Background: an optimization exercise with open tools, aiming at small area and a short achievable clock period. Do not read the settings as production practice. Where RTL was checked, it was by simulation tests only, not by an equivalence proof against the original. No functional check of the RTL was part of run 1. Power figures rest on the tool's default switching activity, not on a simulated workload.

### design/flow/constraint.sdc
create_clock -name core_clock -period 22.0 [get_ports {clk}]
set_input_delay 4.4000 -clock core_clock [delete_from_list [all_inputs] [get_ports {clk}]]
set_output_delay 4.4000 -clock core_clock [all_outputs]
set_load 0.01 [all_outputs]
### design/flow/config.mk
export PLATFORM = sky130hd
export DESIGN_NAME = quireDotApb
export DESIGN_NICKNAME = quireDotApb
export VERILOG_FILES = /design/flow/design.v
export SDC_FILE = /design/flow/constraint.sdc
export NUM_CORES = 4
export LEC_CHECK = 0
export CAP_MARGIN = 20
export CORE_MARGIN = 2
export CORE_UTILIZATION = 25
export PLACE_DENSITY = 0.35
export SETUP_SLACK_MARGIN = 0.5
export SLEW_MARGIN = 20
### design/flow/run.sh
#!/bin/bash
# synth_recipe.tcl (not shown) runs the flow's synth.tcl, then flattens the netlist and writes it again
# the make line also repeats each setting of config.mk as NAME=value (left out here)
make -C /OpenROAD-flow-scripts/flow DESIGN_CONFIG=/design/flow/config.mk WORK_HOME=/design/flow/orfs CLKGATE_MAP_FILE= SYNTH_SCRIPT=/design/flow/synth_recipe.tcl finish
### design/flow/design.v
`timescale 1ns/1ps
module qdDecode (
  input  logic [15:0] in,
  output logic isNaR,
  output logic isZero,
  output logic sign,
  output logic [12:0] sig,
  output logic signed [6:0] k
);
  logic [14:0] body;
  logic [13:0] y;
  logic [13:0] above;    
  logic [13:0] hot;      
  logic [3:0] pos;
  logic any;
  logic e;
  assign body = in[15] ? (~in[14:0] + 15'd1) : in[14:0];
  assign y = body[14] ? ~body[13:0] : body[13:0];
  always_comb begin
    above[13] = y[13];
    for (int j = 12; j >= 0; j--) above[j] = above[j+1] | y[j];
    hot[13] = y[13];
    for (int j = 12; j >= 0; j--) hot[j] = y[j] & ~above[j+1];
    any = above[0];
    pos = 4'd0;
    for (int j = 0; j < 14; j++) pos = pos | (hot[j] ? 4'(j) : 4'd0);
    e = 1'b0;
    for (int j = 1; j < 14; j++) e = e | (hot[j] & body[j-1]);
    for (int t = 0; t < 12; t++) sig[t] = (t + 2 <= 13 ? (above[t+2 > 13 ? 13 : t+2] & body[t]) : 1'b0) | hot[t+1];
    sig[12] = hot[13];
    if (!above[2]) sig[0] = 1'b1;
    if (!any) begin
      k = body[14] ? 7'sd28 : -7'sd28;
    end else if (body[14]) begin
      k = (pos == 4'd0) ? 7'sd26 : 7'(7'sd27 - 7'(3 * pos) + 7'(e));
    end else begin
      k = (pos == 4'd0) ? -7'sd28 : 7'(7'(pos) - 7'sd27 + 7'(e));
    end
  end
  assign isNaR = (in == 16'h8000);
  assign isZero = (in == 16'h0000);
  assign sign = in[15];
endmodule
`timescale 1ns/1ps
module qdTerm (
  input  logic [15:0] a,
  input  logic [15:0] b,
  output logic [25:0] prod,
  output logic [6:0]  shift,
  output logic        neg,
  output logic        nar
);
  logic aNaR, aZero, aSign, bNaR, bZero, bSign;
  logic [12:0] aSig, bSig;
  logic signed [6:0] aK, bK;
  logic kill;
  qdDecode decA (.in(a), .isNaR(aNaR), .isZero(aZero), .sign(aSign), .sig(aSig), .k(aK));
  qdDecode decB (.in(b), .isNaR(bNaR), .isZero(bZero), .sign(bSign), .sig(bSig), .k(bK));
  assign nar = aNaR | bNaR;
  assign kill = aNaR | bNaR | aZero | bZero;
  assign prod = kill ? 26'd0 : (aSig * bSig);
  assign shift = 7'(aK + bK + 7'sd56);
  assign neg = (aSign ^ bSign) & ~kill;
endmodule
`timescale 1ns/1ps
module qdAccum (
  input  logic         clk,
  input  logic         rst,
  input  logic         clear,
  input  logic         acc,
  input  logic [25:0]  prod,
  input  logic [6:0]   shift,
  input  logic         neg,
  input  logic         termNaR,
  output logic [127:0] quire,
  output logic         quireNaR
);
  logic [25:0] p;
  logic n;
  logic [127:0] aligned;
  logic [127:0] sum;
  assign p = acc ? prod : 26'd0;
  assign n = acc & neg;
  assign aligned = {102'd0, p} << shift;
  qdAdd #(.W(128)) add (.a(quire), .b(aligned ^ {128{n}}), .ci(n), .s(sum));
  always_ff @(posedge clk) begin
    if (rst || clear) begin
      quire <= '0;
      quireNaR <= 1'b0;
    end else begin
      quire <= sum;
      quireNaR <= quireNaR | (acc & termNaR);
    end
  end
endmodule
module qdAdd #(
  parameter int W = 128
) (
  input  logic [W-1:0] a,
  input  logic [W-1:0] b,
  input  logic         ci,
  output logic [W-1:0] s
);
  localparam int L = $clog2(W);
  logic [W-1:0] p0, g0;
  logic [W-1:0] g, p;
  logic [W-1:0] c;
  always_comb begin
    p0 = a ^ b;
    g0 = a & b;
    g = g0;
    p = p0;
    g[0] = g0[0] | (p0[0] & ci);
    for (int l = 0; l < L; l++) begin
      for (int i = (2 << l) - 1; i < W; i += (2 << l)) begin
        g[i] = g[i] | (p[i] & g[i - (1 << l)]);
        p[i] = p[i] & p[i - (1 << l)];
      end
    end
    for (int l = L - 2; l >= 0; l--) begin
      for (int i = (3 << l) - 1; i < W; i += (2 << l)) begin
        g[i] = g[i] | (p[i] & g[i - (1 << l)]);
        p[i] = p[i] & p[i - (1 << l)];
      end
    end
    c = {g[W-2:0], ci};
    s = p0 ^ c;
  end
endmodule
`timescale 1ns/1ps
module qdRound (
  input  logic [127:0] quire,
  input  logic         quireNaR,
  output logic [15:0]  result
);
  logic s;
  logic [83:0] v;
  logic posBig, negBig, big, tiny, isZero;
  logic [5:0] a;
  logic [5:0] sh;
  logic [16:0] base;
  logic cut, odd;
  logic [57:0] win;
  logic [14:0] w;
  logic sticky;
  logic [55:0] below;
  logic [5:0] leadPos;
  logic inc;
  logic [16:0] ext;
  logic [3:0] m;
  logic [16:0] extCut;
  logic [16:0] extSel;
  logic up;
  logic [14:0] body;
  assign s = quire[127];
  assign v = quire[83:0] ^ {84{s}};
  assign posBig = !s && (|quire[126:84]);
  assign negBig = s && !((&quire[126:84]) && (|quire[83:0]));
  assign big = posBig || negBig;
  assign tiny = !(|v[83:28]);
  assign isZero = !s && !(|quire[126:0]);
  qdLead #(.W(64)) lead (.x({8'd0, v[83:28]}), .pos(leadPos));
  assign a = leadPos[5:0];
  positRoundTable tab (.a(a), .sh(sh), .base(base), .cut(cut), .odd(odd));
  assign win = v[83:26] >> sh;
  assign w = win[14:0];
  always_comb begin
    for (int i = 0; i < 56; i++) below[i] = (6'(i) < sh);
  end
  assign sticky = (|quire[25:0]) || (|(quire[81:26] & below));
  assign inc = s && !sticky;
  assign ext = base + {2'b00, w} + {16'd0, inc};
  assign m = {1'b0, w[2:0]} + {3'd0, inc};
  assign extCut = {base[16:2], odd && (m[3] || m[1] || m[0]), odd && (m[3] || m[1])};
  assign extSel = cut ? extCut : ext;
  assign up = extSel[1] && (extSel[0] || sticky || extSel[2]);
  assign body = big ? 15'h7FFF : tiny ? 15'h0001 : extSel[16:2];
  always_comb begin
    if (quireNaR) begin
      result = 16'h8000;
    end else if (isZero) begin
      result = 16'h0000;
    end else begin
      result = ({1'b0, body} ^ {16{s}}) + {15'd0, (up && !big && !tiny) ^ s};
    end
  end
endmodule
module qdLead #(
  parameter int W = 64
) (
  input  logic [W-1:0] x,
  output logic [$clog2(W)-1:0] pos
);
  if (W == 2) begin : g_leaf
    assign pos = x[1];
  end else begin : g_node
    localparam int H = W / 2;
    logic [$clog2(H)-1:0] ph, pl;
    logic vh;
    qdLead #(.W(H)) hi (.x(x[W-1:H]), .pos(ph));
    qdLead #(.W(H)) lo (.x(x[H-1:0]), .pos(pl));
    assign vh = |x[W-1:H];
    assign pos = vh ? {1'b1, ph} : {1'b0, pl};
  end
endmodule
`timescale 1ns/1ps
module positRoundTable (
  input  logic [5:0]  a,
  output logic [5:0]  sh,
  output logic [16:0] base,
  output logic        cut,
  output logic        odd
);
  always_comb begin
    case (a)
      6'd0: begin sh = 6'd0; base = 17'h00004; cut = 1'b1; odd = 1'b0; end
      6'd1: begin sh = 6'd1; base = 17'h00004; cut = 1'b1; odd = 1'b1; end
      6'd2: begin sh = 6'd2; base = 17'h00004; cut = 1'b0; odd = 1'b0; end
      6'd3: begin sh = 6'd3; base = 17'h00008; cut = 1'b0; odd = 1'b0; end
      6'd4: begin sh = 6'd3; base = 17'h00008; cut = 1'b0; odd = 1'b0; end
      6'd5: begin sh = 6'd4; base = 17'h00010; cut = 1'b0; odd = 1'b0; end
      6'd6: begin sh = 6'd4; base = 17'h00010; cut = 1'b0; odd = 1'b0; end
      6'd7: begin sh = 6'd5; base = 17'h00020; cut = 1'b0; odd = 1'b0; end
      6'd8: begin sh = 6'd5; base = 17'h00020; cut = 1'b0; odd = 1'b0; end
      6'd9: begin sh = 6'd6; base = 17'h00040; cut = 1'b0; odd = 1'b0; end
      6'd10: begin sh = 6'd6; base = 17'h00040; cut = 1'b0; odd = 1'b0; end
      6'd11: begin sh = 6'd7; base = 17'h00080; cut = 1'b0; odd = 1'b0; end
      6'd12: begin sh = 6'd7; base = 17'h00080; cut = 1'b0; odd = 1'b0; end
      6'd13: begin sh = 6'd8; base = 17'h00100; cut = 1'b0; odd = 1'b0; end
      6'd14: begin sh = 6'd8; base = 17'h00100; cut = 1'b0; odd = 1'b0; end
      6'd15: begin sh = 6'd9; base = 17'h00200; cut = 1'b0; odd = 1'b0; end
      6'd16: begin sh = 6'd9; base = 17'h00200; cut = 1'b0; odd = 1'b0; end
      6'd17: begin sh = 6'd10; base = 17'h00400; cut = 1'b0; odd = 1'b0; end
      6'd18: begin sh = 6'd10; base = 17'h00400; cut = 1'b0; odd = 1'b0; end
      6'd19: begin sh = 6'd11; base = 17'h00800; cut = 1'b0; odd = 1'b0; end
      6'd20: begin sh = 6'd11; base = 17'h00800; cut = 1'b0; odd = 1'b0; end
      6'd21: begin sh = 6'd12; base = 17'h01000; cut = 1'b0; odd = 1'b0; end
      6'd22: begin sh = 6'd12; base = 17'h01000; cut = 1'b0; odd = 1'b0; end
      6'd23: begin sh = 6'd13; base = 17'h02000; cut = 1'b0; odd = 1'b0; end
      6'd24: begin sh = 6'd13; base = 17'h02000; cut = 1'b0; odd = 1'b0; end
      6'd25: begin sh = 6'd14; base = 17'h04000; cut = 1'b0; odd = 1'b0; end
      6'd26: begin sh = 6'd14; base = 17'h04000; cut = 1'b0; odd = 1'b0; end
      6'd27: begin sh = 6'd15; base = 17'h08000; cut = 1'b0; odd = 1'b0; end
      6'd28: begin sh = 6'd16; base = 17'h0C000; cut = 1'b0; odd = 1'b0; end
      6'd29: begin sh = 6'd17; base = 17'h10000; cut = 1'b0; odd = 1'b0; end
      6'd30: begin sh = 6'd19; base = 17'h16000; cut = 1'b0; odd = 1'b0; end
      6'd31: begin sh = 6'd20; base = 17'h18000; cut = 1'b0; odd = 1'b0; end
      6'd32: begin sh = 6'd22; base = 17'h1B000; cut = 1'b0; odd = 1'b0; end
      6'd33: begin sh = 6'd23; base = 17'h1C000; cut = 1'b0; odd = 1'b0; end
      6'd34: begin sh = 6'd25; base = 17'h1D800; cut = 1'b0; odd = 1'b0; end
      6'd35: begin sh = 6'd26; base = 17'h1E000; cut = 1'b0; odd = 1'b0; end
      6'd36: begin sh = 6'd28; base = 17'h1EC00; cut = 1'b0; odd = 1'b0; end
      6'd37: begin sh = 6'd29; base = 17'h1F000; cut = 1'b0; odd = 1'b0; end
      6'd38: begin sh = 6'd31; base = 17'h1F600; cut = 1'b0; odd = 1'b0; end
      6'd39: begin sh = 6'd32; base = 17'h1F800; cut = 1'b0; odd = 1'b0; end
      6'd40: begin sh = 6'd34; base = 17'h1FB00; cut = 1'b0; odd = 1'b0; end
      6'd41: begin sh = 6'd35; base = 17'h1FC00; cut = 1'b0; odd = 1'b0; end
      6'd42: begin sh = 6'd37; base = 17'h1FD80; cut = 1'b0; odd = 1'b0; end
      6'd43: begin sh = 6'd38; base = 17'h1FE00; cut = 1'b0; odd = 1'b0; end
      6'd44: begin sh = 6'd40; base = 17'h1FEC0; cut = 1'b0; odd = 1'b0; end
      6'd45: begin sh = 6'd41; base = 17'h1FF00; cut = 1'b0; odd = 1'b0; end
      6'd46: begin sh = 6'd43; base = 17'h1FF60; cut = 1'b0; odd = 1'b0; end
      6'd47: begin sh = 6'd44; base = 17'h1FF80; cut = 1'b0; odd = 1'b0; end
      6'd48: begin sh = 6'd46; base = 17'h1FFB0; cut = 1'b0; odd = 1'b0; end
      6'd49: begin sh = 6'd47; base = 17'h1FFC0; cut = 1'b0; odd = 1'b0; end
      6'd50: begin sh = 6'd49; base = 17'h1FFD8; cut = 1'b0; odd = 1'b0; end
      6'd51: begin sh = 6'd50; base = 17'h1FFE0; cut = 1'b0; odd = 1'b0; end
      6'd52: begin sh = 6'd52; base = 17'h1FFEC; cut = 1'b0; odd = 1'b0; end
      6'd53: begin sh = 6'd53; base = 17'h1FFF0; cut = 1'b0; odd = 1'b0; end
      6'd54: begin sh = 6'd54; base = 17'h1FFF8; cut = 1'b1; odd = 1'b0; end
      6'd55: begin sh = 6'd55; base = 17'h1FFF8; cut = 1'b1; odd = 1'b1; end
      default: begin sh = 6'd0; base = 17'h00000; cut = 1'b0; odd = 1'b0; end
    endcase
  end
endmodule
`timescale 1ns/1ps
module quireDotApb (
  input  logic        clk,
  input  logic        rst,
  input  logic        psel,
  input  logic        penable,
  input  logic        pwrite,
  input  logic [7:0]  paddr,
  input  logic [31:0] pwdata,
  output logic [31:0] prdata,
  output logic        pready,
  output logic        pslverr
);
  localparam logic [7:0] RegOpA = 8'h00;
  localparam logic [7:0] RegOpB = 8'h04;
  localparam logic [7:0] RegCtrl = 8'h08;
  localparam logic [7:0] RegResult = 8'h0C;
  logic setup;
  logic hitA, hitB, hitC, hitR;
  logic wrA, wrB, doClear, doAcc;
  logic [15:0] opA, opB;
  logic [25:0] tProd;
  logic [6:0] tShift;
  logic tNeg, tNaR;
  logic [25:0] prod;
  logic [6:0] shift;
  logic neg, nar;
  logic [127:0] quire;
  logic quireNaR;
  logic [15:0] result;
  logic [15:0] rdata;
  logic err;
  assign setup = psel && !penable;
  assign hitA = (paddr == RegOpA);
  assign hitB = (paddr == RegOpB);
  assign hitC = (paddr == RegCtrl);
  assign hitR = (paddr == RegResult);
  always_ff @(posedge clk) begin
    wrA <= setup && pwrite && hitA;
    wrB <= setup && pwrite && hitB;
    doClear <= setup && pwrite && hitC && pwdata[0];
    doAcc <= setup && pwrite && hitC && pwdata[1];
  end
  always_ff @(posedge clk) begin
    if (rst) begin
      opA <= '0;
      opB <= '0;
    end else begin
      if (wrA) opA <= pwdata[15:0];
      if (wrB) opB <= pwdata[15:0];
    end
  end
  qdTerm term (.a(opA), .b(opB), .prod, .shift, .neg, .nar);
  always_ff @(posedge clk) begin
    tProd <= prod;
    tShift <= shift;
    tNeg <= neg;
    tNaR <= nar;
  end
  qdAccum accum (
    .clk, .rst, .clear(doClear), .acc(doAcc),
    .prod(tProd), .shift(tShift), .neg(tNeg), .termNaR(tNaR),
    .quire, .quireNaR
  );
  qdRound round (.quire, .quireNaR, .result);
  always_ff @(posedge clk) begin
    rdata <= hitA ? opA : hitB ? opB : hitR ? result : 16'h0000;
    err <= !(hitA || hitB || hitC || hitR) || (pwrite && hitR);
  end
  assign prdata = {16'h0000, rdata};
  assign pready = 1'b1;
  assign pslverr = err;
endmodule
==> impl_metrics.toml, run 1 <==
[clocking]
htree_num_levels = 2
clk_pin_slew_ps = 60
cts_resized = 0
clkSinkCount = 217
cts_hold_repair.buffers = 0
worstSkewPairLatency_ps = 590
clock_tree.root_cell = "clkbuf_16"
cts-buffers-inserted = 34
cts-root-to-sink-buffers = 3
post_cts.repair.setup_buffers = 0
cts_tree = "yes"

[power]
p_total_uw = 966
clkPwrFrac = 0.562
power_density_nw_per_um2 = 26.8
sw_frac_of_total = 0.259
power_switching_uw = 250
power_report.internal_total_uw = 716
share_comb_of_total_power = 0.031
worst_ir_drop_vdd_mv = 0.0382
share_seq_of_total_power = 0.407
total_leakage_power_uw = 0.0145

[detailed_routing]
drt_first_iter_violations = 2554
post-route-drc-count = 0
avgViaCountPerCell = 5.08
dr_total_vias = 31000
final_antenna_net_count = 0
drt_pass1_iterations = 6
post_drt_wl_per_cell_um = 21.2
finalWirelength_um = 130000

[logic_synthesis]
synthesis.yosys.warnings = 6
share_of_cell_area_taken_by_muxes_after_synthesis = 0.0525
netlist_top_cells_count = "nor2_1, nand2_1, inv_1"
mean_syn_cell_area_um2 = 7.36
synth_top_family_by_area = "simple AND/OR/NAND/NOR gates"
synth_edf_count = 0
synthXorXnorAreaFrac = 0.0976
synthTopCellsByArea = "dfxtp_1, fa_1, ha_1, xnor2_1, nor2_1"
synth-seq-cells = 217
yosys.area.top_type_share = 0.133
ys_async_sr_fraction = 0
synth_adder_area_share = 0.213
synth_simple_gate_area_frac = 0.215
synth.yosys.seq_area_share = 0.133
netlist_instances = 4450
synth_flop_cell = "dfxtp_1"
synthesized_cell_area_um2 = 32700
yosys.cell_types.count = 103
netlist.top_cell.by_area = "dfxtp_1"
synthMostInstantiatedCell = "nor2_1"
synthesized_area_fraction_occupied_by_ao_oa_aoi_and_oai_cells = 0.210

[layout]
multi_input_combinational_cell_area_um2 = 26000
n_antenna_cell = 0
num-fill-cells = 14500
ff_latch_area_um2 = 4350
area.growth.synth_to_final_pct = 10.1
layout_cells_sized_above_1 = 0.0551
nNetsFinal = 4838

[timing]
time_the_final_worst_path_needs_with_i_o_delays_and_setup_ps = 12560
timing.final.max_slew_violations = 0
max_slew.worst_pin.slew_ps = 1090
timing.clock.skew_ps = 61.1
maxClockFrequency_ghz = 0.0796
hold_violations = 0
min_period_over_period = 0.571
finalSetupViolCount = 0
relSlewSlack = 0.270
rsz0062_at_grt = "no"
tns_ps = 0

[floorplanning]
core.rowCount = 132
die_height_um = 366
die_width_um = 366
initial_core_utilization = 0.252
die-area_um2 = 134000
io_pins = 79
core_area_um2 = 130000

[placement]
dp_hpwl_um = 102000
place.port_buffers = 45
finalWeightedCongestion = 0.914

[min_path]
hold_path_depth = 2
timing.hold.worst.class = "flip-flop to flip-flop"

[critical_path]
critPathCaptureType = "flip-flop"
startpoint_type = "flip-flop"
crit_arrival_ps = 13000
critical-path-max-stage-delay_ps = 760
cp_data_required_time_ps = 22450
worst_r2r_path_depth = 38
path_max_fanout = 58
critPathSlowestCell = "dfxtp_4"
criticalPathCategory = "flip-flop to flip-flop"

[grt]
gr-max-usage-layer = "met2"
largest_net_degree_at_the_start_of_global_routing = 77
use_met2 = 0.314
grtUsageMet1 = 0.263
overflow = 0
global_route_total_usage_across_every_layer = 0.190
number_of_antenna_violations_at_the_first_check_in_global_routing = 0
global_route_wire_length_before_repair_um = 198000
grt_pass1_vias = 30700
grt_util_met3 = 0.0209

[run]
max_cap_violations = 0

[run_status]
run_status = "timing/DRC/antenna clean"
[worst paths after layout]
check                                 startpoint        endpoint  slack (ps)
worst max-delay path            accum.quire[127]       rdata[14]        9440
worst min-delay path                        tNaR  accum.quireNaR         480
worst max register to register  accum.quire[127]       rdata[14]        9440
worst min register to register              tNaR  accum.quireNaR         480
[kinds of logic (layout without fill, tap and decap cells)]
logic type                 Yosys count  count (layout)
AOI/OAI and AO/OA                 1065            1065
xor gates and xnor gates           365             365
adders and majority gates          447             447
buffers and inverters              656             563
DFF                                217             217
muxes                              168             168
other                                2              17
and+or+nand+nor                   1530            1530
[metrics by stage]
step,setup WS [ps],instances,utilization,cell area (um^2),hold WS (ps)
global placement,9730,6054,0.269,35000,450
detailed placement,9800,6054,0.269,35000,483
CTS,9700,6114,0.278,36100,486
floorplan,10050,4465,-,32800,438
finish,9440,6114,0.278,36100,478
global route,8690,6114,0.278,36100,534
[cells in the final DEF (no fill, tap or decap), types with 52 or more instances in the layout]
| cell type | instances |
|---|---|
| nor2_1 | 548 |
| nand4_1 | 63 |
| buf_4 | 78 |
| a21oi_1 | 320 |
| mux2i_1 | 139 |
| o21ai_0 | 207 |
| xor2_1 | 97 |
| nand3_1 | 111 |
| ha_1 | 259 |
| xnor2_1 | 263 |
| dfxtp_1 | 214 |
| nand2_1 | 408 |
| nor3_1 | 89 |
| nand2b_1 | 52 |
| a21o_1 | 65 |
| fa_1 | 186 |
| inv_1 | 378 |
| and2_1 | 59 |
[critical path, delay by kind of cell (launching register included)]
family	cells	cell delay, ps
XOR/XNOR	3	590
buffers and inverters	4	1790
AO/OA/AOI/OAI	13	4440
flip-flops	1	760
adder cells (fa/ha/maj)	4	1190
AND/OR/NAND/NOR	14	3410
[layout make-up]
type,instances,share of cell area
timing repair buffer,123,0.0287
inverter,380,0.0396
sequential,217,0.121
clock inverter,15,0.00396
tap,1742,0.0604
clock buffer,45,0.0267
multi-input combinational,3592,0.720
[metal layers]
metal | part of all wire | vias up
li1 | - | 15100
met4 | 0.021 | 0
met3 | 0.043 | 119
met1 | 0.47 | 15100
met2 | 0.47 | 686
met5 | 0 | -
[state kept, by name, indices dropped and copies added, names as in the netlist]
signal          flops
tNaR                1
tShift              7
rdata              16
accum.quireNaR      1
wrA                 1
opA                16
opB                16
accum.quire       128
doClear             1
tProd              26
wrB                 1
err                 1
doAcc               1
tNeg                1
[power by group through the flow]
stage | clock network, uW | logic (uW) | registers, uW
floorplan | 0 | 18.6 | 402
global placement | 0 | 30.6 | 402
detailed placement | 0 | 30.6 | 402
CTS | 567 | 30.7 | 393
global route | 581 | 32.9 | 393
finish | 543 | 30.3 | 393
==> run 2: changes to the inputs <==
--- a/design/flow/design.v
+++ b/design/flow/design.v
@@ -56,2 +56,3 @@
   logic kill;
+  logic [25:0] rawProd;
   qdDecode decA (.in(a), .isNaR(aNaR), .isZero(aZero), .sign(aSign), .sig(aSig), .k(aK));
@@ -60,3 +61,4 @@
   assign kill = aNaR | bNaR | aZero | bZero;
-  assign prod = kill ? 26'd0 : (aSig * bSig);
+  qdMul mul (.a(aSig), .b(bSig), .p(rawProd));
+  assign prod = kill ? 26'd0 : rawProd;
   assign shift = 7'(aK + bK + 7'sd56);
@@ -64,2 +66,410 @@
 endmodule
+module qdMul (
+  input  logic [12:0] a,
+  input  logic [12:0] b,
+  output logic [25:0] p
+);
+  logic [12:0] pp [13];
+  logic [25:0] r0, r1;
+  always_comb for (int i = 0; i < 13; i++) pp[i] = b[i] ? a : '0;
+  logic fc1;
+  logic fc10;
+  logic fc100;
+  logic fc101;
+  logic fc102;
+  logic fc103;
+  logic fc104;
+  logic fc105;
+  logic fc106;
+  logic fc107;
+  logic fc108;
+  logic fc109;
+  logic fc11;
+  logic fc111;
+  logic fc112;
+  logic fc113;
+  logic fc114;
+  logic fc115;
+  logic fc116;
+  logic fc117;
+  logic fc118;
+  logic fc119;
+  logic fc12;
+  logic fc120;
+  logic fc121;
+  logic fc122;
+  logic fc123;
+  logic fc124;
+  logic fc125;
+  logic fc126;
+  logic fc127;
+  logic fc128;
+  logic fc129;
+  logic fc130;
+  logic fc131;
+  logic fc14;
+  logic fc15;
+  logic fc16;
+  logic fc17;
+  logic fc18;
+  logic fc19;
+  logic fc21;
+  logic fc23;
+  logic fc24;
+  logic fc26;
+  logic fc27;
+  logic fc28;
+  logic fc29;
+  logic fc3;
+  logic fc30;
+  logic fc31;
+  logic fc32;
+  logic fc33;
+  logic fc34;
+  logic fc35;
+  logic fc36;
+  logic fc37;
+  logic fc38;
+  logic fc39;
+  logic fc4;
+  logic fc40;
+  logic fc41;
+  logic fc42;
+  logic fc43;
+  logic fc44;
+  logic fc45;
+  logic fc46;
+  logic fc47;
+  logic fc48;
+  logic fc49;
+  logic fc50;
+  logic fc51;
+  logic fc52;
+  logic fc53;
+  logic fc54;
+  logic fc55;
+  logic fc57;
+  logic fc59;
+  logic fc6;
+  logic fc60;
+  logic fc61;
+  logic fc62;
+  logic fc63;
+  logic fc64;
+  logic fc65;
+  logic fc66;
+  logic fc67;
+  logic fc68;
+  logic fc69;
+  logic fc7;
+  logic fc70;
+  logic fc71;
+  logic fc72;
+  logic fc73;
+  logic fc74;
+  logic fc75;
+  logic fc76;
+  logic fc77;
+  logic fc78;
+  logic fc79;
+  logic fc8;
+  logic fc80;
+  logic fc81;
+  logic fc82;
+  logic fc83;
+  logic fc84;
+  logic fc85;
+  logic fc86;
+  logic fc87;
+  logic fc88;
+  logic fc89;
+  logic fc91;
+  logic fc92;
+  logic fc93;
+  logic fc94;
+  logic fc95;
+  logic fc96;
+  logic fc97;
+  logic fc98;
+  logic fc99;
+  logic fs1;
+  logic fs10;
+  logic fs100;
+  logic fs101;
+  logic fs102;
+  logic fs103;
+  logic fs104;
+  logic fs105;
+  logic fs106;
+  logic fs107;
+  logic fs108;
+  logic fs109;
+  logic fs11;
+  logic fs111;
+  logic fs112;
+  logic fs113;
+  logic fs114;
+  logic fs115;
+  logic fs116;
+  logic fs117;
+  logic fs118;
+  logic fs119;
+  logic fs12;
+  logic fs120;
+  logic fs121;
+  logic fs122;
+  logic fs123;
+  logic fs124;
+  logic fs125;
+  logic fs126;
+  logic fs127;
+  logic fs128;
+  logic fs129;
+  logic fs130;
+  logic fs131;
+  logic fs14;
+  logic fs15;
+  logic fs16;
+  logic fs17;
+  logic fs18;
+  logic fs19;
+  logic fs21;
+  logic fs23;
+  logic fs24;
+  logic fs26;
+  logic fs27;
+  logic fs28;
+  logic fs29;
+  logic fs3;
+  logic fs30;
+  logic fs31;
+  logic fs32;
+  logic fs33;
+  logic fs34;
+  logic fs35;
+  logic fs36;
+  logic fs37;
+  logic fs38;
+  logic fs39;
+  logic fs4;
+  logic fs40;
+  logic fs41;
+  logic fs42;
+  logic fs43;
+  logic fs44;
+  logic fs45;
+  logic fs46;
+  logic fs47;
+  logic fs48;
+  logic fs49;
+  logic fs50;
+  logic fs51;
+  logic fs52;
+  logic fs53;
+  logic fs54;
+  logic fs55;
+  logic fs57;
+  logic fs59;
+  logic fs6;
+  logic fs60;
+  logic fs61;
+  logic fs62;
+  logic fs63;
+  logic fs64;
+  logic fs65;
+  logic fs66;
+  logic fs67;
+  logic fs68;
+  logic fs69;
+  logic fs7;
+  logic fs70;
+  logic fs71;
+  logic fs72;
+  logic fs73;
+  logic fs74;
+  logic fs75;
+  logic fs76;
+  logic fs77;
+  logic fs78;
+  logic fs79;
+  logic fs8;
+  logic fs80;
+  logic fs81;
+  logic fs82;
+  logic fs83;
+  logic fs84;
+  logic fs85;
+  logic fs86;
+  logic fs87;
+  logic fs88;
+  logic fs89;
+  logic fs91;
+  logic fs92;
+  logic fs93;
+  logic fs94;
+  logic fs95;
+  logic fs96;
+  logic fs97;
+  logic fs98;
+  logic fs99;
+  logic hc0;
+  logic hc110;
+  logic hc13;
+  logic hc2;
+  logic hc20;
+  logic hc22;
+  logic hc25;
+  logic hc5;
+  logic hc56;
+  logic hc58;
+  logic hc9;
+  logic hc90;
+  logic hs0;
+  logic hs110;
+  logic hs13;
+  logic hs2;
+  logic hs20;
+  logic hs22;
+  logic hs25;
+  logic hs5;
+  logic hs56;
+  logic hs58;
+  logic hs9;
+  logic hs90;
+  assign {hc0, hs0} = {1'b0, pp[0][9]} + {1'b0, pp[1][8]};
+  assign {fc1, fs1} = {1'b0, pp[0][10]} + {1'b0, pp[1][9]} + {1'b0, pp[2][8]};
+  assign {hc2, hs2} = {1'b0, pp[3][7]} + {1'b0, pp[4][6]};
+  assign {fc3, fs3} = {1'b0, pp[0][11]} + {1'b0, pp[1][10]} + {1'b0, pp[2][9]};
+  assign {fc4, fs4} = {1'b0, pp[3][8]} + {1'b0, pp[4][7]} + {1'b0, pp[5][6]};
+  assign {hc5, hs5} = {1'b0, pp[6][5]} + {1'b0, pp[7][4]};
+  assign {fc6, fs6} = {1'b0, pp[0][12]} + {1'b0, pp[1][11]} + {1'b0, pp[2][10]};
+  assign {fc7, fs7} = {1'b0, pp[3][9]} + {1'b0, pp[4][8]} + {1'b0, pp[5][7]};
+  assign {fc8, fs8} = {1'b0, pp[6][6]} + {1'b0, pp[7][5]} + {1'b0, pp[8][4]};
+  assign {hc9, hs9} = {1'b0, pp[9][3]} + {1'b0, pp[10][2]};
+  assign {fc10, fs10} = {1'b0, pp[1][12]} + {1'b0, pp[2][11]} + {1'b0, pp[3][10]};
+  assign {fc11, fs11} = {1'b0, pp[4][9]} + {1'b0, pp[5][8]} + {1'b0, pp[6][7]};
+  assign {fc12, fs12} = {1'b0, pp[7][6]} + {1'b0, pp[8][5]} + {1'b0, pp[9][4]};
+  assign {hc13, hs13} = {1'b0, pp[10][3]} + {1'b0, pp[11][2]};
+  assign {fc14, fs14} = {1'b0, pp[2][12]} + {1'b0, pp[3][11]} + {1'b0, pp[4][10]};
+  assign {fc15, fs15} = {1'b0, pp[5][9]} + {1'b0, pp[6][8]} + {1'b0, pp[7][7]};
+  assign {fc16, fs16} = {1'b0, pp[8][6]} + {1'b0, pp[9][5]} + {1'b0, pp[10][4]};
+  assign {fc17, fs17} = {1'b0, pp[3][12]} + {1'b0, pp[4][11]} + {1'b0, pp[5][10]};
+  assign {fc18, fs18} = {1'b0, pp[6][9]} + {1'b0, pp[7][8]} + {1'b0, pp[8][7]};
+  assign {fc19, fs19} = {1'b0, pp[4][12]} + {1'b0, pp[5][11]} + {1'b0, pp[6][10]};
+  assign {hc20, hs20} = {1'b0, pp[0][6]} + {1'b0, pp[1][5]};
+  assign {fc21, fs21} = {1'b0, pp[0][7]} + {1'b0, pp[1][6]} + {1'b0, pp[2][5]};
+  assign {hc22, hs22} = {1'b0, pp[3][4]} + {1'b0, pp[4][3]};
+  assign {fc23, fs23} = {1'b0, pp[0][8]} + {1'b0, pp[1][7]} + {1'b0, pp[2][6]};
+  assign {fc24, fs24} = {1'b0, pp[3][5]} + {1'b0, pp[4][4]} + {1'b0, pp[5][3]};
+  assign {hc25, hs25} = {1'b0, pp[6][2]} + {1'b0, pp[7][1]};
+  assign {fc26, fs26} = {1'b0, hs0} + {1'b0, pp[2][7]} + {1'b0, pp[3][6]};
+  assign {fc27, fs27} = {1'b0, pp[4][5]} + {1'b0, pp[5][4]} + {1'b0, pp[6][3]};
+  assign {fc28, fs28} = {1'b0, pp[7][2]} + {1'b0, pp[8][1]} + {1'b0, pp[9][0]};
+  assign {fc29, fs29} = {1'b0, hc0} + {1'b0, fs1} + {1'b0, hs2};
+  assign {fc30, fs30} = {1'b0, pp[5][5]} + {1'b0, pp[6][4]} + {1'b0, pp[7][3]};
+  assign {fc31, fs31} = {1'b0, pp[8][2]} + {1'b0, pp[9][1]} + {1'b0, pp[10][0]};
+  assign {fc32, fs32} = {1'b0, fc1} + {1'b0, hc2} + {1'b0, fs3};
+  assign {fc33, fs33} = {1'b0, fs4} + {1'b0, hs5} + {1'b0, pp[8][3]};
+  assign {fc34, fs34} = {1'b0, pp[9][2]} + {1'b0, pp[10][1]} + {1'b0, pp[11][0]};
+  assign {fc35, fs35} = {1'b0, fc3} + {1'b0, fc4} + {1'b0, hc5};
+  assign {fc36, fs36} = {1'b0, fs6} + {1'b0, fs7} + {1'b0, fs8};
+  assign {fc37, fs37} = {1'b0, hs9} + {1'b0, pp[11][1]} + {1'b0, pp[12][0]};
+  assign {fc38, fs38} = {1'b0, fc6} + {1'b0, fc7} + {1'b0, fc8};
+  assign {fc39, fs39} = {1'b0, hc9} + {1'b0, fs10} + {1'b0, fs11};
+  assign {fc40, fs40} = {1'b0, fs12} + {1'b0, hs13} + {1'b0, pp[12][1]};
+  assign {fc41, fs41} = {1'b0, fc10} + {1'b0, fc11} + {1'b0, fc12};
+  assign {fc42, fs42} = {1'b0, hc13} + {1'b0, fs14} + {1'b0, fs15};
+  assign {fc43, fs43} = {1'b0, fs16} + {1'b0, pp[11][3]} + {1'b0, pp[12][2]};
+  assign {fc44, fs44} = {1'b0, fc14} + {1'b0, fc15} + {1'b0, fc16};
+  assign {fc45, fs45} = {1'b0, fs17} + {1'b0, fs18} + {1'b0, pp[9][6]};
+  assign {fc46, fs46} = {1'b0, pp[10][5]} + {1'b0, pp[11][4]} + {1'b0, pp[12][3]};
+  assign {fc47, fs47} = {1'b0, fc17} + {1'b0, fc18} + {1'b0, fs19};
+  assign {fc48, fs48} = {1'b0, pp[7][9]} + {1'b0, pp[8][8]} + {1'b0, pp[9][7]};
+  assign {fc49, fs49} = {1'b0, pp[10][6]} + {1'b0, pp[11][5]} + {1'b0, pp[12][4]};
+  assign {fc50, fs50} = {1'b0, fc19} + {1'b0, pp[5][12]} + {1'b0, pp[6][11]};
+  assign {fc51, fs51} = {1'b0, pp[7][10]} + {1'b0, pp[8][9]} + {1'b0, pp[9][8]};
+  assign {fc52, fs52} = {1'b0, pp[10][7]} + {1'b0, pp[11][6]} + {1'b0, pp[12][5]};
+  assign {fc53, fs53} = {1'b0, pp[6][12]} + {1'b0, pp[7][11]} + {1'b0, pp[8][10]};
+  assign {fc54, fs54} = {1'b0, pp[9][9]} + {1'b0, pp[10][8]} + {1'b0, pp[11][7]};
+  assign {fc55, fs55} = {1'b0, pp[7][12]} + {1'b0, pp[8][11]} + {1'b0, pp[9][10]};
+  assign {hc56, hs56} = {1'b0, pp[0][4]} + {1'b0, pp[1][3]};
+  assign {fc57, fs57} = {1'b0, pp[0][5]} + {1'b0, pp[1][4]} + {1'b0, pp[2][3]};
+  assign {hc58, hs58} = {1'b0, pp[3][2]} + {1'b0, pp[4][1]};
+  assign {fc59, fs59} = {1'b0, hs20} + {1'b0, pp[2][4]} + {1'b0, pp[3][3]};
+  assign {fc60, fs60} = {1'b0, pp[4][2]} + {1'b0, pp[5][1]} + {1'b0, pp[6][0]};
+  assign {fc61, fs61} = {1'b0, hc20} + {1'b0, fs21} + {1'b0, hs22};
+  assign {fc62, fs62} = {1'b0, pp[5][2]} + {1'b0, pp[6][1]} + {1'b0, pp[7][0]};
+  assign {fc63, fs63} = {1'b0, fc21} + {1'b0, hc22} + {1'b0, fs23};
+  assign {fc64, fs64} = {1'b0, fs24} + {1'b0, hs25} + {1'b0, pp[8][0]};
+  assign {fc65, fs65} = {1'b0, fc23} + {1'b0, fc24} + {1'b0, hc25};
+  assign {fc66, fs66} = {1'b0, fs26} + {1'b0, fs27} + {1'b0, fs28};
+  assign {fc67, fs67} = {1'b0, fc26} + {1'b0, fc27} + {1'b0, fc28};
+  assign {fc68, fs68} = {1'b0, fs29} + {1'b0, fs30} + {1'b0, fs31};
+  assign {fc69, fs69} = {1'b0, fc29} + {1'b0, fc30} + {1'b0, fc31};
+  assign {fc70, fs70} = {1'b0, fs32} + {1'b0, fs33} + {1'b0, fs34};
+  assign {fc71, fs71} = {1'b0, fc32} + {1'b0, fc33} + {1'b0, fc34};
+  assign {fc72, fs72} = {1'b0, fs35} + {1'b0, fs36} + {1'b0, fs37};
+  assign {fc73, fs73} = {1'b0, fc35} + {1'b0, fc36} + {1'b0, fc37};
+  assign {fc74, fs74} = {1'b0, fs38} + {1'b0, fs39} + {1'b0, fs40};
+  assign {fc75, fs75} = {1'b0, fc38} + {1'b0, fc39} + {1'b0, fc40};
+  assign {fc76, fs76} = {1'b0, fs41} + {1'b0, fs42} + {1'b0, fs43};
+  assign {fc77, fs77} = {1'b0, fc41} + {1'b0, fc42} + {1'b0, fc43};
+  assign {fc78, fs78} = {1'b0, fs44} + {1'b0, fs45} + {1'b0, fs46};
+  assign {fc79, fs79} = {1'b0, fc44} + {1'b0, fc45} + {1'b0, fc46};
+  assign {fc80, fs80} = {1'b0, fs47} + {1'b0, fs48} + {1'b0, fs49};
+  assign {fc81, fs81} = {1'b0, fc47} + {1'b0, fc48} + {1'b0, fc49};
+  assign {fc82, fs82} = {1'b0, fs50} + {1'b0, fs51} + {1'b0, fs52};
+  assign {fc83, fs83} = {1'b0, fc50} + {1'b0, fc51} + {1'b0, fc52};
+  assign {fc84, fs84} = {1'b0, fs53} + {1'b0, fs54} + {1'b0, pp[12][6]};
+  assign {fc85, fs85} = {1'b0, fc53} + {1'b0, fc54} + {1'b0, fs55};
+  assign {fc86, fs86} = {1'b0, pp[10][9]} + {1'b0, pp[11][8]} + {1'b0, pp[12][7]};
+  assign {fc87, fs87} = {1'b0, fc55} + {1'b0, pp[8][12]} + {1'b0, pp[9][11]};
+  assign {fc88, fs88} = {1'b0, pp[10][10]} + {1'b0, pp[11][9]} + {1'b0, pp[12][8]};
+  assign {fc89, fs89} = {1'b0, pp[9][12]} + {1'b0, pp[10][11]} + {1'b0, pp[11][10]};
+  assign {hc90, hs90} = {1'b0, pp[0][3]} + {1'b0, pp[1][2]};
+  assign {fc91, fs91} = {1'b0, hs56} + {1'b0, pp[2][2]} + {1'b0, pp[3][1]};
+  assign {fc92, fs92} = {1'b0, hc56} + {1'b0, fs57} + {1'b0, hs58};
+  assign {fc93, fs93} = {1'b0, fc57} + {1'b0, hc58} + {1'b0, fs59};
+  assign {fc94, fs94} = {1'b0, fc59} + {1'b0, fc60} + {1'b0, fs61};
+  assign {fc95, fs95} = {1'b0, fc61} + {1'b0, fc62} + {1'b0, fs63};
+  assign {fc96, fs96} = {1'b0, fc63} + {1'b0, fc64} + {1'b0, fs65};
+  assign {fc97, fs97} = {1'b0, fc65} + {1'b0, fc66} + {1'b0, fs67};
+  assign {fc98, fs98} = {1'b0, fc67} + {1'b0, fc68} + {1'b0, fs69};
+  assign {fc99, fs99} = {1'b0, fc69} + {1'b0, fc70} + {1'b0, fs71};
+  assign {fc100, fs100} = {1'b0, fc71} + {1'b0, fc72} + {1'b0, fs73};
+  assign {fc101, fs101} = {1'b0, fc73} + {1'b0, fc74} + {1'b0, fs75};
+  assign {fc102, fs102} = {1'b0, fc75} + {1'b0, fc76} + {1'b0, fs77};
+  assign {fc103, fs103} = {1'b0, fc77} + {1'b0, fc78} + {1'b0, fs79};
+  assign {fc104, fs104} = {1'b0, fc79} + {1'b0, fc80} + {1'b0, fs81};
+  assign {fc105, fs105} = {1'b0, fc81} + {1'b0, fc82} + {1'b0, fs83};
+  assign {fc106, fs106} = {1'b0, fc83} + {1'b0, fc84} + {1'b0, fs85};
+  assign {fc107, fs107} = {1'b0, fc85} + {1'b0, fc86} + {1'b0, fs87};
+  assign {fc108, fs108} = {1'b0, fc87} + {1'b0, fc88} + {1'b0, fs89};
+  assign {fc109, fs109} = {1'b0, fc89} + {1'b0, pp[10][12]} + {1'b0, pp[11][11]};
+  assign {hc110, hs110} = {1'b0, pp[0][2]} + {1'b0, pp[1][1]};
+  assign {fc111, fs111} = {1'b0, hs90} + {1'b0, pp[2][1]} + {1'b0, pp[3][0]};
+  assign {fc112, fs112} = {1'b0, hc90} + {1'b0, fs91} + {1'b0, pp[4][0]};
+  assign {fc113, fs113} = {1'b0, fc91} + {1'b0, fs92} + {1'b0, pp[5][0]};
+  assign {fc114, fs114} = {1'b0, fc92} + {1'b0, fs93} + {1'b0, fs60};
+  assign {fc115, fs115} = {1'b0, fc93} + {1'b0, fs94} + {1'b0, fs62};
+  assign {fc116, fs116} = {1'b0, fc94} + {1'b0, fs95} + {1'b0, fs64};
+  assign {fc117, fs117} = {1'b0, fc95} + {1'b0, fs96} + {1'b0, fs66};
+  assign {fc118, fs118} = {1'b0, fc96} + {1'b0, fs97} + {1'b0, fs68};
+  assign {fc119, fs119} = {1'b0, fc97} + {1'b0, fs98} + {1'b0, fs70};
+  assign {fc120, fs120} = {1'b0, fc98} + {1'b0, fs99} + {1'b0, fs72};
+  assign {fc121, fs121} = {1'b0, fc99} + {1'b0, fs100} + {1'b0, fs74};
+  assign {fc122, fs122} = {1'b0, fc100} + {1'b0, fs101} + {1'b0, fs76};
+  assign {fc123, fs123} = {1'b0, fc101} + {1'b0, fs102} + {1'b0, fs78};
+  assign {fc124, fs124} = {1'b0, fc102} + {1'b0, fs103} + {1'b0, fs80};
+  assign {fc125, fs125} = {1'b0, fc103} + {1'b0, fs104} + {1'b0, fs82};
+  assign {fc126, fs126} = {1'b0, fc104} + {1'b0, fs105} + {1'b0, fs84};
+  assign {fc127, fs127} = {1'b0, fc105} + {1'b0, fs106} + {1'b0, fs86};
+  assign {fc128, fs128} = {1'b0, fc106} + {1'b0, fs107} + {1'b0, fs88};
+  assign {fc129, fs129} = {1'b0, fc107} + {1'b0, fs108} + {1'b0, pp[12][9]};
+  assign {fc130, fs130} = {1'b0, fc108} + {1'b0, fs109} + {1'b0, pp[12][10]};
+  assign {fc131, fs131} = {1'b0, fc109} + {1'b0, pp[11][12]} + {1'b0, pp[12][11]};
+  assign r0 = {1'b0, fc131, fc130, fc129, fc128, fc127, fc126, fc125, fc124, fc123, fc122, fc121, fc120, fc119, fc118, fc117, fc116, fc115, fc114, fc113, fc112, fc111, hc110, hs110, pp[0][1], pp[0][0]};
+  assign r1 = {1'b0, pp[12][12], fs131, fs130, fs129, fs128, fs127, fs126, fs125, fs124, fs123, fs122, fs121, fs120, fs119, fs118, fs117, fs116, fs115, fs114, fs113, fs112, fs111, pp[2][0], pp[1][0], 1'b0};
+  qdAdd #(.W(26)) fin (.a(r0), .b(r1), .ci(1'b0), .s(p));
+endmodule
 `timescale 1ns/1ps
--- a/design/flow/config.mk
+++ b/design/flow/config.mk
@@ -7,6 +7,7 @@
 export LEC_CHECK = 0
+export ABC_AREA = 1
 export CAP_MARGIN = 20
 export CORE_MARGIN = 2
-export CORE_UTILIZATION = 25
-export PLACE_DENSITY = 0.35
+export CORE_UTILIZATION = 40
+export PLACE_DENSITY = 0.55
 export SETUP_SLACK_MARGIN = 0.5
==> run 2 against run 1 <==
Global-route usage rose by 5.9 points. Flip-flop and latch count stayed put. Register-to-register slack better by 2000 ps. Power rose to 5.1 times the previous value. Fmax up 19%. Critical path type unchanged. Critical endpoint is now rdata[13]. Largest power group is now combinational logic.
==> impl_metrics.toml, run 2 <==
[logic_synthesis]
synthXorXnorAreaFrac = 0.0767
synth_simple_gate_area_frac = 0.294
netlist_instances = 4733
synth_adder_area_share = 0.219
synthesized_cell_area_um2 = 30700
mean_syn_cell_area_um2 = 6.49
synthTopCellsByArea = "dfxtp_1, fa_1, nand2_1, ha_1, inv_1"
yosys.area.top_type_share = 0.142
synth-seq-cells = 217
yosys.cell_types.count = 73
ys_async_sr_fraction = 0
synthesized_area_fraction_occupied_by_ao_oa_aoi_and_oai_cells = 0.147
netlist_top_cells_count = "nand2_1, inv_1, nor2_1"
synthMostInstantiatedCell = "nand2_1"
synth_flop_cell = "dfxtp_1"
synth_top_family_by_area = "simple AND/OR/NAND/NOR gates"
synth_edf_count = 0
synthesis.yosys.warnings = 9
synth.yosys.seq_area_share = 0.142
share_of_cell_area_taken_by_muxes_after_synthesis = 0.00391
netlist.top_cell.by_area = "dfxtp_1"

[layout]
largest_register_ff_count = 128
mostFrequentLayoutCells = "nand2_1, inv_1, nor2_1"
biggestRegsByFlops = "accum.quire: 128 flops, tProd: 26 flops"
multi_input_combinational_cell_area_um2 = 22800
top_register = "accum.quire"
utilization = 0.432
layout_cells_sized_above_1 = 0.0466
num-fill-cells = 8322
ff_latch_area_um2 = 4350
post-route-cell-area_um2 = 32800
area.growth.synth_to_final_pct = 6.99
layout_commonest_cell = "nand2_1"
nNetsFinal = 5125
n_antenna_cell = 0

[clocking]
cts_tree = "yes"
clk_pin_slew_ps = 60
cts_hold_repair.buffers = 0
htree_num_levels = 1
clock_tree.root_cell = "clkbuf_16"
worstSkewPairLatency_ps = 580
cts-root-to-sink-buffers = 3
cts-buffers-inserted = 29
cts_resized = 0
post_cts.repair.setup_buffers = 0
clkSinkCount = 217

[run]
max_cap_violations = 0

[critical_path]
criticalPathCategory = "flip-flop to flip-flop"
cp_data_required_time_ps = 22510
critical-path-max-stage-delay_ps = 610
startpoint_type = "flip-flop"
critPathCaptureType = "flip-flop"
critPathSlowestCell = "o41ai_1"
path_max_fanout = 83
crit_arrival_ps = 11030
critPathMostFrequentCell = "nand2_1"

[grt]
number_of_antenna_violations_at_the_first_check_in_global_routing = 0
overflow = 0
largest_net_degree_at_the_start_of_global_routing = 84
grt_pass1_vias = 27700
global_route_total_usage_across_every_layer = 0.248
global_route_wire_length_before_repair_um = 155000

[timing]
timing.clock.skew_ps = 12.8
finalSetupViolCount = 0
hold_violations = 0
maxClockFrequency_ghz = 0.0950
rsz0062_at_grt = "no"
time_the_final_worst_path_needs_with_i_o_delays_and_setup_ps = 10520
timing.final.max_slew_violations = 0
tns_ps = 0
max_slew.worst_pin.slew_ps = 1130
relSlewSlack = 0.237
min_period_over_period = 0.478

[placement]
finalWeightedCongestion = 0.977
dp_hpwl_um = 79200
place.port_buffers = 45
post_dp_cell_area_um2 = 31900

[detailed_routing]
final_antenna_net_count = 0
avgViaCountPerCell = 5.22
post_drt_wl_per_cell_um = 17.4
drt_first_iter_violations = 2428
finalWirelength_um = 99200
post-route-drc-count = 0
dr_total_vias = 29800
drt_pass1_iterations = 6

[floorplanning]
core_area_um2 = 75900
initial_core_utilization = 0.404
die-area_um2 = 79000
io_pins = 79
die_height_um = 281
die_width_um = 281
core.rowCount = 101

[run_status]
run_status = "timing/DRC/antenna clean"

[power]
worst_ir_drop_vdd_mv = 0.226
p_total_uw = 4960
total_leakage_power_uw = 0.0152
power_density_nw_per_um2 = 151

[min_path]
timing.hold.worst.class = "flip-flop to flip-flop"
## run 2: final timing paths
check,slack (ps),endpoint,start,cells after the start
worst max-delay path,11480,rdata[13],accum.quire[127],50
worst min-delay path,480,accum.quire[0],accum.quire[0],2
worst max register to register,11480,rdata[13],accum.quire[127],50
worst min register to register,480,accum.quire[0],accum.quire[0],2
## run 2: cell type report
type / count / share of cell area
multi-input cells: 3632 / 0.695
flip-flops and latches: 217 / 0.132
inverters: 688 / 0.0789
well taps: 1030 / 0.0392
clock buffers: 41 / 0.0259
repair buffers: 92 / 0.0245
clock inverters: 12 / 0.00396
## run 2: kinds of logic (layout without fill, tap and decap cells)
group                      Yosys count  after routing
and+or+nand+nor                   2122           2122
xor gates and xnor gates           268            268
other                                2             17
muxes                               12             12
DFF                                217            217
AOI/OAI and AO/OA                  793            793
adders and majority gates          420            420
buffers and inverters              899            833
## run 2: stage by stage
stage,setup slack (ps),hold slack (ps),std cells
CTS,11720,480,5712
global placement,11740,470,5659
floorplan,13900,452,4748
global route,10510,538,5712
detailed placement,11740,472,5659
finish,11480,479,5712
## run 2: worst max-delay path, delay by kind of cell, from the launching register on
| kind | cells | cell delay, ps |
|---|---|---|
| compound gates | 11 | 2250 |
| xor+xnor | 2 | 540 |
| flops | 1 | 600 |
| fa+ha+maj | 3 | 740 |
| simple gates | 28 | 4750 |
| buf+inv | 6 | 1450 |
## run 2: where the power goes
part | switching [uW] | leakage [uW] | internal, uW
Combinational | 2910 | 0.0129 | 1140
Clock | 197 | 0.000482 | 292
Sequential | 16.2 | 0.00175 | 406
## run 2: routing by layer
layer | up-vias | wire, um | global-route usage | part of all wire
met1 | 13900 | 46000 | 0.347 | 0.46
met2 | 793 | 44300 | 0.399 | 0.45
li1 | 15000 | - | - | -
met5 | - | 0 | 0 | 0
met3 | 134 | 6110 | 0.0357 | 0.062
met4 | 0 | 2820 | 0.0662 | 0.028

[port drivers added, routing unchanged]
In the flow no input, the clock included, has a driving cell. The finished layouts below were timed again as built, in two steps.
Step 1: set_driving_cell puts a clkbuf_16 on clk and a buf_2 on each other input, an assumption about the parent block.
Step 2 times the ports against the registers' clock, not the clock port: input delays grow and output delays shrink by t, the midpoint of the rising clock arrivals with the driver on.
Three values: ideal, step 1, step 2; two values: the first two.
run	t (ns)	setup slack, ns	latest minus earliest clock arrival (ns)	worst register clock-pin slew, ns	cell pins on the clock port's net
run 1	0.633	9.445 / 9.445 / 9.445	0.061 / 0.061	0.06 / 0.06	1
run 2	0.631	11.479 / 11.479 / 11.479	0.013 / 0.012	0.06 / 0.06	1
After both steps every run listed still meets setup and hold.
